Context: an optimization exercise on an open-source flow, tuned for small area and a short achievable clock period. The choices shown serve that exercise and are no tape-out recipe.
Where RTL was checked, it was by simulation tests only, not by an equivalence proof against the original.
Power is estimated from default activity; no workload was simulated.

## tundra
Design fpu_unit, start of the top module:
module fpu_unit (
	input logic clk,
	input logic rst_n,
	input logic [16:0] instr,
	input logic [31:0] x1,    
	input logic signed [31:0] x2,     
	output logic [31:0] y,
	output logic [3:0] exc
);
	logic is_abs, is_neg, is_floor, is_ftoi, is_itof, src_int, invalid;
	logic [31:0] fl_a;
	logic fl_cin;
	logic fl_tiny;
	logic fl_neg_one;
	logic [31:0] ft_d;
	logic [4:0] ft_r;
	logic ft_in_range;
	logic ft_min_int;
	logic ft_ovf;
	logic ft_nan;
	logic [31:0] it_d;
	logic [4:0] it_lz;
	logic [31:0] it_n;
	logic [31:0] it_a;
	logic it_cin;
	fpu_decode fpu_decode_i (
		.instr_w  (instr),
		.is_abs   (is_abs),
		.is_neg   (is_neg),
		.is_floor (is_floor),
		.is_ftoi  (is_ftoi),
		.is_itof  (is_itof),
		.src_int  (src_int),
		.invalid  (invalid)
	);
	fp_floor fp_floor_i (
		.x       (x1),
		.a       (fl_a),
		.cin     (fl_cin),
		.tiny    (fl_tiny),
		.neg_one (fl_neg_one)
	);
	fp_to_int fp_to_int_i (
		.x        (x1),
		.d        (ft_d),
		.r        (ft_r),
		.in_range (ft_in_range),
		.min_int  (ft_min_int),
		.ovf      (ft_ovf),
		.nan      (ft_nan)
	);
	int_to_fp int_to_fp_i (
		.x   (x2),
		.n   (it_n),
		.d   (it_d),
		.lz  (it_lz),
		.a   (it_a),
		.cin (it_cin)
	);
	fpu_result fpu_result_i (
		.clk         (clk),
		.rst_n       (rst_n),
		.is_abs      (is_abs),
		.is_neg      (is_neg),
		.is_floor    (is_floor),
  ...
export LEC_CHECK = 0
export ABC_AREA = 1
export CAP_MARGIN = 20
export CORE_MARGIN = 2
export CORE_UTILIZATION = 40
export CTS_BUF_LIST = sky130_fd_sc_hd__clkbuf_8
export SETUP_SLACK_MARGIN = 3.6
export SLEW_MARGIN = 20
create_clock -name core_clock -period 8.0 [get_ports {clk}]
standard.sh (not shown) runs the stock make flow with config.mk's settings and CLKGATE_MAP_FILE= SYNTH_SCRIPT=/design/flow/synth_recipe.tcl, a recipe that flattens the netlist after the stock synthesis.
==> flow/flow/run.sh <==
#!/bin/bash
# standard layout, with plain buffers on the ports instead of delay buffers
set -euo pipefail
export BUFFER_PORTS_ARGS="-buffer_cell sky130_fd_sc_hd__buf_1"
bash standard.sh finish > standard.log 2>&1
tundra: full flow OK, the timing, DRC and antenna checks passed
Here is what was changed in the inputs of amber compared with tundra.
- swapping 40 for 50 in CORE_UTILIZATION
==> run summary <==
The run with more routed wire is amber, not tundra. The wire length on met3 in amber is 1.2 times that in tundra. Diff tundra -> amber: filler cell count in the final layout lower; final cell count shows a reduction of 34; finished layout cell area went up 90 µm². Setup slack: amber > tundra. In terms of fraction of area in registers, amber and tundra differ only marginally. The higher met3 demand-to-capacity share in global routing came out of amber. Clock power in amber is about 6% higher than in tundra. From tundra to amber the numbers moved as follows: worst slack at placement saw a decrease, via count saw an increase.
Function was not checked in any run of this note: the RTL went through the layout flow alone.

== the reference run ==
fpu_unit, a different RTL version from the one above (not shown whole).
Size: ~1300 cells after synthesis, roughly 36 flip-flops, about 120 I/O pins.
Settings: LEC_CHECK=0, ABC_AREA=1, CAP_MARGIN=20, CORE_MARGIN=2, CORE_UTILIZATION=40, SETUP_SLACK_MARGIN=2.8, SLEW_MARGIN=20; clock period 8.0 ns.
Scripts as last shown in full above: flow/flow/run.sh
Having completed the whole flow, the reference run delivered a layout that passed the timing, DRC and antenna checks.
diff inputs: the reference run => the trial run
-- flow/config.mk --
<<< the reference run, line 12
export SETUP_SLACK_MARGIN = 2.8
>>> the trial run, line 12
export SETUP_SLACK_MARGIN = 2.0
==> comparison <==
The trial run reached the final stage; the timing, DRC and antenna checks on its layout passed.
Setup slack in the trial run is smaller than in the reference run.
The trial run ends up with a wire length on met2 that is about 0.8% lower than in the reference run.
Cell count delta (the reference run -> the trial run): insignificant
The reference run -> the trial run: proportion of power drawn by the clock network flat
Between the reference run and the trial run, final wirelength decreased.
The trial run vs the reference run — number of optimization iterations in the first detailed-route pass rose 1.
The power density over cell area on the reference run is in line with that on the trial run.
The multi-input combinational gate total on the trial run is in line with that on the reference run.
No functional check of the RTL was part of any run of this note.

Setup of run A:
fpu_unit, a different RTL version from the one above (not shown whole).
Size in the first run: roughly 1300 cells after synthesis, ~36 flip-flops, ~120 I/O pins, about 6900 µm² of cells after synthesis.
export LEC_CHECK = 0
export ABC_AREA = 1
export CAP_MARGIN = 20
export CORE_MARGIN = 2
export CORE_UTILIZATION = 50
export CTS_BUF_LIST = sky130_fd_sc_hd__clkbuf_8
export SETUP_SLACK_MARGIN = 3.6
export SLEW_MARGIN = 20
create_clock -name core_clock -period 8.0 [get_ports {clk}]
Scripts as last shown in full above: flow/flow/run.sh
What run B does differently from run A at the input level:
- a change of SETUP_SLACK_MARGIN from 3.6 to 3.75
- a change of CORE_UTILIZATION from 50 to 30
Findings:
Run B vs. run A: met3 routed wirelength went up by 9.4%.
Min post-route fraction of the period consumed by the critical path across run B and run A: run B
Per the comparison of run B with run A, worst-case setup margin in the final layout went up; layout filler cell count increased by 1081 relative to the old numbers.
Run B — relative area change from synthesis to final layout 4.1 points higher, run A as reference
Run B reports a lower global routing usage on met2 than run A does.
Run B ends up with a clock-buffer cell count that is 1 lower than in run A.
Run B vs run A: cell area up in run B
Run B vs run A, number of buffers outside the clock class in the layout went down by about 0.7%.
Relative to run A, utilization has decreased by 22 points in run B.
The run showing the greater routed metal-1 wire length is run B.
What run C does differently from run B at the input level:
- removing CTS_BUF_LIST (formerly sky130_fd_sc_hd__clkbuf_8)
- changing SETUP_SLACK_MARGIN from 3.75 to 3.6
- changing CORE_UTILIZATION from 30 to 40
## What came out
Compared to run B, run C has via count about 3.7% lower.
Changes observed in run C relative to run B: sequential power now sits at about the same level, storage element area -about 0.5%.
In run C, the total power came out about 2.7% above the value in run B.
Going from run B to run C, count of clock-net buffers in the final layout up 3, number of resized instances in the post-cts repair step down 38%, share of power burned in the clock network up 3.1 points, fraction of the cycle the final worst path needs up 1.7 points, initial antenna violation count up 4.
Setup changes, run C to run D
- GPL_TIMING_DRIVEN now 1, previously not set
- CTS_BUF_LIST now sky130_fd_sc_hd__clkbuf_8, previously not set
[summary]
Run D completed end to end with timing, DRC and antenna clean.
Run D against run C: via count fell by 92; post-route standard cell area excluding fillers went down; post-synthesis register bit count was more or less identical.
In run D the number of buffers outside the clock class in the layout turned out 5 lower than in run C.
Run D ended up with a higher sequential share of layout area than run C did.
In run D the critical path depth turned out 3 higher than in run C.
The inputs of run E differ from those of run D as listed below.
- GPL_TIMING_DRIVEN: 1 -> unset
==> flow/flow/run.sh <==
#!/bin/bash
# standard layout with two changes: plain buffers on the ports instead of
# delay buffers, and a power recovery (gate downsizing) after the global-route
# timing repair that keeps the setup margin
set -euo pipefail
W=$PWD
export BUFFER_PORTS_ARGS="-buffer_cell sky130_fd_sc_hd__buf_1"
export RECOVER_POWER=100
export PRE_GLOBAL_ROUTE_TCL=$W/flow/pre_grt.tcl
bash standard.sh finish > standard.log 2>&1
==> flow/flow/pre_grt.tcl (new file) <==
# power recovery after the global-route timing repair, held to the same
# setup margin as the repair itself, so it only downsizes gates that keep
# every path within the margin
proc recover_power_helper { } {
  if { $::env(RECOVER_POWER) == 0 } {
    return
  }
  set args [list -recover_power $::env(RECOVER_POWER) -verbose]
  if { [env_var_exists_and_non_empty SETUP_SLACK_MARGIN] } {
    lappend args -setup_margin $::env(SETUP_SLACK_MARGIN) -slack_margin $::env(SETUP_SLACK_MARGIN)
  }
  report_wns
  log_cmd repair_timing {*}$args
  report_wns
}
==> comparison <==
- Utilization in run E is 0.46 points below run D.
- The cell area reported for run E is smaller than that of run D by about 1%.
- Between run D and run E, the flow reports leakage power summed over all cells decreasing slightly.
- Total power consumption of the routed design across run E and run D: no real change.
- Of run E and run D, run D shows the lower critical path depth, with run E above it.
- Between run E and run D, worst endpoint required time is higher for run D, run E comes in under that.
- There was hardly any difference in share of total power consumed by net switching between run D and run E.
- Relative to run D, met2 wire length has gone up in run E.
- Number of global-route vias before repair: run E vs run D identical
- Final wirelength of run D is on par with run E.
- The fraction of area in multi-input gates of run D and that of run E are within noise of each other.

-- port drivers added, routing unchanged --
No port has a modelled driver above. Below, the same layouts with a new extraction and two added sets of constraints. Step 1 assumes that a clkbuf_16 drives the clock port and a buf_2 every other input. Step 2 adds t to the input delays and takes it off the output delays; t is the mean of the earliest and latest rising clock arrival at the registers after step 1. Input paths then give back, and output paths get back, about the clock's delay inside the block. Three values: ideal ports, drivers, drivers and shift; two values: the first two.
run | shift t [ns] | setup WS [ns] | hold WS [ns] | latest minus earliest clock arrival (ns) | worst slew at a driven data input, ns
tundra | 0.302 | 3.683 / 3.684 / 3.382 | 1.620 / 1.614 / 1.916 | 0.006 / 0.006 | 0.05
amber | 0.311 | 3.708 / 3.715 / 3.404 | 1.623 / 1.616 / 1.927 | 0.005 / 0.005 | 0.04
the reference run | 0.321 | 3.121 / 3.137 / 2.816 | 1.627 / 1.609 / 1.930 | 0.004 / 0.004 | 0.04
the trial run | 0.321 | 2.921 / 2.938 / 2.618 | 1.630 / 1.611 / 1.931 | 0.004 / 0.003 | 0.04
run A | 0.333 | 3.705 / 3.708 / 3.375 | 1.567 / 1.556 / 1.888 | 0.019 / 0.019 | 0.06
run B | 0.341 | 3.861 / 3.871 / 3.530 | 1.589 / 1.581 / 1.921 | 0.033 / 0.033 | 0.08
run C | 0.324 | 3.725 / 3.741 / 3.417 | 1.602 / 1.589 / 1.913 | 0.019 / 0.018 | 0.05
run D | 0.337 | 3.737 / 3.753 / 3.416 | 1.580 / 1.570 / 1.907 | 0.026 / 0.026 | 0.05
run E | 0.336 | 2.254 / 2.269 / 1.933 | 1.582 / 1.572 / 1.908 | 0.026 / 0.026 | 0.05
After both steps setup and hold are still met in every run listed. For run B, which loses most, drivers alone change the setup slack by +0.010 ns; drivers and shift together by -0.331 ns.
